This is an optimization exercise on Yosys and OpenROAD, whose aim is small area and a short achievable clock period, not a production implementation.
RTL that was checked went through simulation tests only; none was proved equivalent to the original.

Design mac_sequencer, start of the top module:
module mac_sequencer #(
    parameter int ADDR_W = 21,
    parameter int CNT_W  = 4,
    parameter int STRIDE = 8,
    parameter int DATA_W = 64
) (
    input  logic                      clk,
    input  logic                      rst_n,
    input  logic                      start,
    input  logic [ADDR_W-1:0]         start_addr,
    input  logic [CNT_W-1:0]          start_count,
    output logic                      busy,
    output logic [ADDR_W+CNT_W:0]     mir,
    output logic                      mem_req,
    output logic [ADDR_W-1:0]         mem_addr,
    input  logic                      mem_ack,
    input  logic [DATA_W-1:0]         mem_rdata,
    output logic [DATA_W-1:0]         acc_out,
    output logic                      done
);
    logic                 busy_q, req_q, mac_q, done_q;
    logic                 valid_q;
    logic [ADDR_W-1:0]    addr_q;
    logic [CNT_W-1:0]     count_q;
    logic [63:0]          acc_q;
    logic                 last;
    assign last = (count_q == CNT_W'(1));
    always_ff @(posedge clk or negedge rst_n) begin
        if (!rst_n) begin
            busy_q  <= 1'b0;
            req_q   <= 1'b0;
            mac_q   <= 1'b0;
            done_q  <= 1'b0;
            valid_q <= 1'b0;
            addr_q  <= '0;
            count_q <= '0;
        end else begin
            if (!busy_q) begin
                if (start) begin
                    busy_q <= 1'b1;
                    if (start_count != '0) begin
                        req_q   <= 1'b1;
                        valid_q <= 1'b1;
                        addr_q  <= start_addr;
                        count_q <= start_count;
                    end else begin
                        done_q <= 1'b1;
                    end
                end
            end else if (req_q) begin
                if (mem_ack) begin
                    req_q <= 1'b0;
                    mac_q <= 1'b1;
                end
            end else if (mac_q) begin
                mac_q <= 1'b0;
                if (last) begin
                    done_q  <= 1'b1;
                    valid_q <= 1'b0;
                    addr_q  <= '0;
                    count_q <= '0;
                end else begin
                    req_q   <= 1'b1;
  ...
Settings: LEC_CHECK=0, ABC_AREA=1, CAP_MARGIN=20, CORE_MARGIN=2, CORE_UTILIZATION=40, CTS_CLUSTER_DIAMETER=80, CTS_CLUSTER_SIZE=24, SLEW_MARGIN=20, SYNTH_HIERARCHICAL=1, SYNTH_MINIMUM_KEEP_SIZE=0; clock period 10.0 ns.
standard.sh (not shown) runs the stock make flow with config.mk's settings and CLKGATE_MAP_FILE= SYNTH_SCRIPT=/design/flow/synth_recipe.tcl, a recipe that flattens the netlist after the stock synthesis.
==> flow/flow/run.sh <==
#!/bin/bash
# The standard ORFS layout (standard.sh), with the smallest buffer on the ports
# (buffer_ports -buffer_cell), and repair_timing aiming for a few tenths of a ns more
# setup slack than the standard flow's setting allows, to cover the routed parasitics.
set -uo pipefail
bash standard.sh SETUP_SLACK_MARGIN=5.45 'BUFFER_PORTS_ARGS=-buffer_cell sky130_fd_sc_hd__buf_1' finish > make_finish.log 2>&1
The baseline completed without violations.
Edit:
--- a/flow/flow/run.sh
+++ b/flow/flow/run.sh
@@ -5,2 +5,2 @@
 set -uo pipefail
-bash standard.sh SETUP_SLACK_MARGIN=5.45 'BUFFER_PORTS_ARGS=-buffer_cell sky130_fd_sc_hd__buf_1' finish > make_finish.log 2>&1
+bash standard.sh SETUP_SLACK_MARGIN=5.3 'BUFFER_PORTS_ARGS=-buffer_cell sky130_fd_sc_hd__buf_1' finish > make_finish.log 2>&1
Settings changed: CTS_CLUSTER_DIAMETER 80 to 100, CTS_CLUSTER_SIZE 24 to 30, GPL_ROUTABILITY_DRIVEN set to 0.
After rerunning: The changed run passed the timing, design-rule and antenna checks. Design area is lower by 3.6%. Synthesized cell count does not change. Clock-buffer cell count is lower by 8. Global-route usage is lower by 0.66 points. Critical path depth is lower by 10.
Edit:
--- a/flow/flow/run.sh
+++ b/flow/flow/run.sh
@@ -5,2 +5,2 @@
 set -uo pipefail
-bash standard.sh SETUP_SLACK_MARGIN=5.3 'BUFFER_PORTS_ARGS=-buffer_cell sky130_fd_sc_hd__buf_1' finish > make_finish.log 2>&1
+bash standard.sh SETUP_SLACK_MARGIN=5.6 'BUFFER_PORTS_ARGS=-buffer_cell sky130_fd_sc_hd__buf_1' finish > make_finish.log 2>&1
Settings changed: CTS_CLUSTER_DIAMETER 100 to 80, CTS_CLUSTER_SIZE 30 to 24, GPL_ROUTABILITY_DRIVEN 0 to unset.
=> Wire length rose by 11%; setup slack improved by 0.22 ns; cell count rose by 2.9%; critical path depth rose by 1; hold slack stays flat; maximum frequency rose by 4.9%.
Edit:
--- a/flow/flow/run.sh
+++ b/flow/flow/run.sh
@@ -5,2 +5,2 @@
 set -uo pipefail
-bash standard.sh SETUP_SLACK_MARGIN=5.6 'BUFFER_PORTS_ARGS=-buffer_cell sky130_fd_sc_hd__buf_1' finish > make_finish.log 2>&1
+bash standard.sh SETUP_SLACK_MARGIN=5.3 'BUFFER_PORTS_ARGS=-buffer_cell sky130_fd_sc_hd__buf_1' finish > make_finish.log 2>&1
=> Register-to-register slack loses 0.21 ns. Area after synthesis is unchanged. Via count goes down by about 6%. Synthesized cell count is unchanged. Utilization falls by 2.9 points. Die area stays the same. Critical path depth is lower by 1. Global-route usage fell by 1.2 points. Flip-flop and latch count is unchanged. First-iteration DRC count shrinks by 28%.
Edit:
--- a/flow/flow/run.sh
+++ b/flow/flow/run.sh
@@ -5,2 +5,2 @@
 set -uo pipefail
-bash standard.sh SETUP_SLACK_MARGIN=5.3 'BUFFER_PORTS_ARGS=-buffer_cell sky130_fd_sc_hd__buf_1' finish > make_finish.log 2>&1
+bash standard.sh SETUP_SLACK_MARGIN=5.45 'BUFFER_PORTS_ARGS=-buffer_cell sky130_fd_sc_hd__buf_1' finish > make_finish.log 2>&1
Settings changed: CORE_UTILIZATION 40 to 50, CTS_CLUSTER_DIAMETER 80 to 100, CTS_CLUSTER_SIZE 24 to 30.
The new run finished with timing, DRC and antenna clean.
Die area fell by 20%.
Fmax went up by 2.2%.
Routed wire length rises by 14%.
Register-to-register slack gets better by 0.04 ns.
Via count goes up by 10%.
Edit:
Settings changed: CORE_UTILIZATION 50 to 40, TNS_END_PERCENT set to 0.
Utilization falls by 12 points.
Worst setup slack is better by 0.017 ns.
Register-to-register slack gains 0.13 ns.
Non-clock buffer count is lower by 34.
Sequential cell count stays the same.
Design area shrinks by 1.5%.
Global-route usage decreases by 8.9 points.

---

Setup of job 491:
Another version of the RTL of mac_sequencer (not shown whole).
Size: roughly 3200 cells after synthesis, about 440 flip-flops, about 210 I/O pins.
Settings: LEC_CHECK=0, ABC_AREA=1, CAP_MARGIN=20, CORE_MARGIN=2, CORE_UTILIZATION=40, SLEW_MARGIN=20, SYNTH_HIERARCHICAL=1, SYNTH_MINIMUM_KEEP_SIZE=0; clock period 10.0 ns.
==> flow/flow/run.sh <==
#!/bin/bash
# Standard ORFS layout, with a tighter setup target for repair_timing and the
# smallest buffer on the ports.
set -uo pipefail
bash standard.sh SETUP_SLACK_MARGIN=6 'BUFFER_PORTS_ARGS=-buffer_cell sky130_fd_sc_hd__buf_1' finish > make_finish.log 2>&1
For job 7031, these inputs were changed with respect to job 491:
# job 491
export LEC_CHECK = 0
export ABC_AREA = 1
export CAP_MARGIN = 20
export CORE_MARGIN = 2
export CORE_UTILIZATION = 40
export SLEW_MARGIN = 20
export SYNTH_HIERARCHICAL = 1
export SYNTH_MINIMUM_KEEP_SIZE = 0
create_clock -name core_clock -period 10.0 [get_ports {clk}]
# job 7031
export LEC_CHECK = 0
export ABC_AREA = 1
export CAP_MARGIN = 20
export CORE_MARGIN = 2
export CORE_UTILIZATION = 60
export CTS_BUF_LIST = sky130_fd_sc_hd__clkbuf_8
export SETUP_SLACK_MARGIN = 5
export SLEW_MARGIN = 20
export SYNTH_HIERARCHICAL = 1
export SYNTH_MINIMUM_KEEP_SIZE = 0
create_clock -name core_clock -period 10.0 [get_ports {clk}]
==> flow/run.sh (new file) <==
#!/bin/bash
# synth_recipe.tcl (not shown) runs the flow's synth.tcl, then flattens the netlist and writes it again
# the make line also repeats each setting of config.mk as NAME=value (left out here)
make -C /OpenROAD-flow-scripts/flow DESIGN_CONFIG=/design/flow/config.mk WORK_HOME=/design/flow/orfs CLKGATE_MAP_FILE= SYNTH_SCRIPT=/design/flow/synth_recipe.tcl finish
removed: flow/flow/run.sh
removed: flow/standard.sh
## What came out
- Every stage of the flow completed for job 7031, and the final layout passed the timing, design-rule and antenna checks.
- Minimum clock period after layout deteriorates in job 7031 relative to job 491.
- Changes observed in job 7031 relative to job 491: number of antenna cells inserted has decreased, final worst slack has decreased.
- Cmp job 491 and job 7031 / vias after detailed routing / higher: job 491
- Job 7031 vs job 491: final clock period utilization by the worst path up in job 7031
- Compared with job 491, job 7031 shows a detail-routed net length per standard cell that is 0.31 um lower.
The following lists how job 2108 was set up differently from job 7031:
# job 7031
export LEC_CHECK = 0
export ABC_AREA = 1
export CAP_MARGIN = 20
export CORE_MARGIN = 2
export CORE_UTILIZATION = 60
export CTS_BUF_LIST = sky130_fd_sc_hd__clkbuf_8
export SETUP_SLACK_MARGIN = 5
export SLEW_MARGIN = 20
export SYNTH_HIERARCHICAL = 1
export SYNTH_MINIMUM_KEEP_SIZE = 0
create_clock -name core_clock -period 10.0 [get_ports {clk}]
# job 2108
export LEC_CHECK = 0
export ABC_AREA = 1
export CAP_MARGIN = 20
export CORE_MARGIN = 2
export CORE_UTILIZATION = 40
export SLEW_MARGIN = 20
export SYNTH_HIERARCHICAL = 1
export SYNTH_MINIMUM_KEEP_SIZE = 0
create_clock -name core_clock -period 10.0 [get_ports {clk}]
==> flow/flow/run.sh (new file) <==
#!/bin/bash
# Standard ORFS layout, with a tighter setup target for repair_timing and the
# smallest buffer on the ports.
set -uo pipefail
bash standard.sh SETUP_SLACK_MARGIN=5 'BUFFER_PORTS_ARGS=-buffer_cell sky130_fd_sc_hd__buf_1' finish > make_finish.log 2>&1
==> flow/standard.sh (new file) <==
#!/bin/bash
# synth_recipe.tcl (not shown) runs the flow's synth.tcl, then flattens the netlist and writes it again
# the make line also repeats each setting of config.mk as NAME=value (left out here)
make -C /OpenROAD-flow-scripts/flow DESIGN_CONFIG=/design/flow/config.mk WORK_HOME=/design/flow/orfs CLKGATE_MAP_FILE= SYNTH_SCRIPT=/design/flow/synth_recipe.tcl "${@:-finish}"
removed: flow/run.sh
==> comparison <==
Job 7031 was larger in final cell area than job 2108.
Looking at final HPWL from detailed placement across both flows, job 2108 is the weaker of the two, with job 7031 ahead.
Compare job 2108 and job 7031 | final worst-path cycle share lower: job 2108
[compare] base=job 7031 new=job 2108: via count moved down; total placed cells including tap cells moved up.
~same worst hold slack in job 2108 and job 7031
Changes observed in job 2108 relative to job 7031: wire length now smaller; clock insertion delay at the later pin of the skew report now smaller; non-clock buffer count now larger.
In the flow results for job 2108 and job 7031, the fraction of met2 tracks used by global routing is larger on job 7031.
Summary — total routing resource utilization after global routing, job 2108 relative to job 7031: lower, by 13 points.
No functional check of the RTL was part of any run of this note.

---

Setup of job 101:
mac_sequencer again, from the RTL that the note above started with.
Settings: LEC_CHECK=0, ABC_AREA=1, CAP_MARGIN=20, CORE_MARGIN=2, CORE_UTILIZATION=40, SETUP_SLACK_MARGIN=5, SLEW_MARGIN=20, SYNTH_HIERARCHICAL=1, SYNTH_MINIMUM_KEEP_SIZE=0; clock period 10.0 ns.
run.sh (not shown) runs the stock make flow with config.mk's settings and CLKGATE_MAP_FILE= SYNTH_SCRIPT=/design/flow/synth_recipe.tcl, a recipe that flattens the netlist after the stock synthesis.
Stock flow here: none of the scripts above is used.
Job 101 | stages: all done | timing, DRC, antenna: all pass
Modified inputs, job 102 compared to job 101
- clearing SETUP_SLACK_MARGIN, which used to be 5
Notes after the runs:
- In job 102 the core utilization turned out 0.16 points lower than in job 101.
- Final routed wire length divided by cell count essentially unchanged between job 102 and job 101.
## Diff of input files: job 103 against job 102
- an added SETUP_SLACK_MARGIN of 4.5
## What came out
Portion of the clock cycle consumed by the worst path in the final layout: job 102 vs job 103 identical
From job 103 to job 102, synthesis-to-layout area growth did not move at all.
Job 103 | status: complete | timing, DRC, antenna: pass
End-of-flow core utilization essentially unchanged between job 102 and job 103.
From job 103 to job 102, overall overflow remaining after global route did not move at all.
Comparing job 102 against job 103, there is no change at all in number of sinks driven by the clock tree.
Taking job 102 as the reference, in job 103 layout sequential cell count neither gained nor lost much, clock transition at the registers of the reported paths neither gained nor lost much.
No functional check of the RTL was part of any run of this note.

---

RTL: one of the versions met above, not the one the previous note started from.
Size in the first run: roughly 3,100 cells after synthesis, about 300 flip-flops.
==> flow/design.v (excerpt) <==
module mac_sequencer #(
    parameter int ADDR_W = 21,
    parameter int CNT_W  = 4,
    parameter int STRIDE = 8,
    parameter int DATA_W = 64
) (
    input  logic                      clk,
    input  logic                      rst_n,
    input  logic                      start,
    input  logic [ADDR_W-1:0]         start_addr,
    input  logic [CNT_W-1:0]          start_count,
    output logic                      busy,
    output logic [ADDR_W+CNT_W:0]     mir,
    output logic                      mem_req,
    output logic [ADDR_W-1:0]         mem_addr,
    input  logic                      mem_ack,
    input  logic [DATA_W-1:0]         mem_rdata,
    output logic [DATA_W-1:0]         acc_out,
    output logic                      done
);
==> flow/config.mk <==
export PLATFORM = sky130hd
export DESIGN_NAME = mac_sequencer
export DESIGN_NICKNAME = mac_sequencer
export VERILOG_FILES = /design/flow/design.v
export SDC_FILE = /design/flow/constraint.sdc
export NUM_CORES = 4
export LEC_CHECK = 0
export ABC_AREA = 1
export CAP_MARGIN = 10
export CORE_MARGIN = 2
export CORE_UTILIZATION = 40
export CTS_CLUSTER_DIAMETER = 100
export CTS_CLUSTER_SIZE = 30
export SLEW_MARGIN = 10
export SYNTH_HIERARCHICAL = 1
export SYNTH_MINIMUM_KEEP_SIZE = 0
==> flow/constraint.sdc <==
create_clock -name core_clock -period 10.0 [get_ports {clk}]
set_input_delay 2.0000 -clock core_clock [delete_from_list [all_inputs] [get_ports {clk}]]
set_output_delay 2.0000 -clock core_clock [all_outputs]
set_load 0.01 [all_outputs]
standard.sh (not shown) runs the stock make flow with config.mk's settings and CLKGATE_MAP_FILE= SYNTH_SCRIPT=/design/flow/synth_recipe.tcl, a recipe that flattens the netlist after the stock synthesis.
==> flow/flow/run.sh <==
#!/bin/bash
# The standard ORFS layout (standard.sh), with the smallest buffer on the ports
# (buffer_ports -buffer_cell), and repair_timing aiming for a few tenths of a ns more
# setup slack than the standard flow's setting allows, to cover the routed parasitics.
set -uo pipefail
bash standard.sh SETUP_SLACK_MARGIN=5.3 'BUFFER_PORTS_ARGS=-buffer_cell sky130_fd_sc_hd__buf_1' finish > make_finish.log 2>&1
The starting point completed without violations.
Edit:
--- a/flow/config.mk
+++ b/flow/config.mk
@@ -9 +9 @@
-export CAP_MARGIN = 10
+export CAP_MARGIN = 20
@@ -14 +14 @@
-export SLEW_MARGIN = 10
+export SLEW_MARGIN = 20
@@ -16,0 +17 @@
+export TNS_END_PERCENT = 0
Result:
- The changed run finished with timing, DRC and antenna clean
- wire length went down by 0.90%
- clock skew barely changes
- cell count barely changes
- die area does not change
- area after synthesis is unchanged
Edit:
--- a/flow/config.mk
+++ b/flow/config.mk
@@ -17 +16,0 @@
-export TNS_END_PERCENT = 0
After rerunning: First-iteration DRC count rises by 1.8%; final area came out higher by 0.53%; global-route usage barely changes.
Edit:
==> flow/run.sh (new file) <==
#!/bin/bash
# synth_recipe.tcl (not shown) runs the flow's synth.tcl, then flattens the netlist and writes it again
# the make line also repeats each setting of config.mk as NAME=value (left out here)
make -C /OpenROAD-flow-scripts/flow DESIGN_CONFIG=/design/flow/config.mk WORK_HOME=/design/flow/orfs CLKGATE_MAP_FILE= SYNTH_SCRIPT=/design/flow/synth_recipe.tcl finish
--- a/flow/config.mk
+++ b/flow/config.mk
@@ -12,2 +12,3 @@
-export CTS_CLUSTER_DIAMETER = 100
-export CTS_CLUSTER_SIZE = 30
+export CTS_CLUSTER_DIAMETER = 80
+export CTS_CLUSTER_SIZE = 24
+export SETUP_SLACK_MARGIN = 5
removed: flow/flow/run.sh
removed: flow/standard.sh
After rerunning: The new run passed the timing, design-rule and antenna checks; synthesized area is unchanged; non-clock buffer count decreases by 21; core utilization grows by 1.1 points; routed wire length came out higher by a few percent; cell area climbs by a few percent; register-to-register slack is worse by 0.24 ns.
Edit:
==> flow/flow/run.sh (new file) <==
#!/bin/bash
# The standard ORFS layout (standard.sh), with the smallest buffer on the ports
# (buffer_ports -buffer_cell); repair_timing upsizes the ones on critical paths.
set -uo pipefail
bash standard.sh 'BUFFER_PORTS_ARGS=-buffer_cell sky130_fd_sc_hd__buf_1' finish > make_finish.log 2>&1
==> flow/standard.sh (new file) <==
#!/bin/bash
# synth_recipe.tcl (not shown) runs the flow's synth.tcl, then flattens the netlist and writes it again
# the make line also repeats each setting of config.mk as NAME=value (left out here)
make -C /OpenROAD-flow-scripts/flow DESIGN_CONFIG=/design/flow/config.mk WORK_HOME=/design/flow/orfs CLKGATE_MAP_FILE= SYNTH_SCRIPT=/design/flow/synth_recipe.tcl "${@:-finish}"
removed: flow/run.sh
- The new run ran to the end with no violations
- fmax goes down by 2.2%
- sequential cell count is unchanged
- clock-buffer cell count came out higher by 2
- routed wire length came out lower by 6.0%
- global-route usage is lower by 1.6 points
- hold slack gains 0.0076 ns

-- re-timing with driven ports --
The flow's constraints put no driver on any port. The routed layouts listed below were extracted and timed again, unchanged, in two steps. Step 1: set_driving_cell puts a clkbuf_16 on clk and a buf_2 on each other input, an assumption about the parent block. Step 2 also shifts input and output timing later by t, the mid clock arrival at the registers, as if the neighbouring blocks saw the same clock. a / b / c = ideal ports / drivers / drivers and shift; a / b = the first two.
run | t, ns | setup WS [ns] | worst setup path at the end | latest minus earliest clock arrival (ns) | worst register clock-pin slew, ns
the first run of note 1 | 0.663 | 5.416 / 5.416 / 4.778 | input to register | 0.044 / 0.044 | 0.09 / 0.09
the second run of note 1 | 0.645 | 5.305 / 5.350 / 4.705 | input to register | 0.040 / 0.039 | 0.11 / 0.11
the third run of note 1 | 0.671 | 5.526 / 5.554 / 4.883 | input to register | 0.032 / 0.032 | 0.10 / 0.10
the fourth run of note 1 | 0.651 | 5.289 / 5.327 / 4.676 | input to register | 0.033 / 0.033 | 0.09 / 0.09
the fifth run of note 1 | 0.620 | 5.390 / 5.390 / 4.827 | input to register | 0.048 / 0.048 | 0.11 / 0.11
the sixth run of note 1 | 0.628 | 5.407 / 5.449 / 4.821 | input to register | 0.029 / 0.030 | 0.12 / 0.12
job 491 | 0.718 | 5.696 / 5.598 / 4.880 | input to register | 0.036 / 0.036 | 0.07 / 0.07
job 7031 | 0.753 | 4.975 / 5.010 / 4.257 | input to register | 0.046 / 0.046 | 0.07 / 0.07
job 2108 | 0.681 | 5.004 / 5.047 / 4.366 | input to register | 0.027 / 0.026 | 0.07 / 0.07
job 101 | 0.684 | 5.042 / 5.069 / 4.385 | input to register | 0.030 / 0.030 | 0.07 / 0.07
job 102 | 0.685 | 4.751 / 4.795 / 4.110 | input to register | 0.024 / 0.024 | 0.07 / 0.07
job 103 | 0.685 | 4.751 / 4.795 / 4.110 | input to register | 0.024 / 0.024 | 0.07 / 0.07
the first run of note 4 | 0.645 | 5.311 / 5.343 / 4.698 | input to register | 0.042 / 0.042 | 0.11 / 0.11
the second run of note 4 | 0.641 | 5.206 / 5.251 / 4.609 | input to register | 0.041 / 0.041 | 0.11 / 0.11
the third run of note 4 | 0.645 | 5.305 / 5.350 / 4.705 | input to register | 0.040 / 0.039 | 0.11 / 0.11
the fourth run of note 4 | 0.662 | 5.012 / 5.042 / 4.380 | input to register | 0.036 / 0.036 | 0.09 / 0.09
the fifth run of note 4 | 0.652 | 4.902 / 4.946 / 4.294 | input to register | 0.034 / 0.034 | 0.09 / 0.09
After both steps setup and hold are still met in every run listed. For job 491, which loses most, drivers alone change the setup slack by -0.098 ns; drivers and shift together by -0.816 ns.
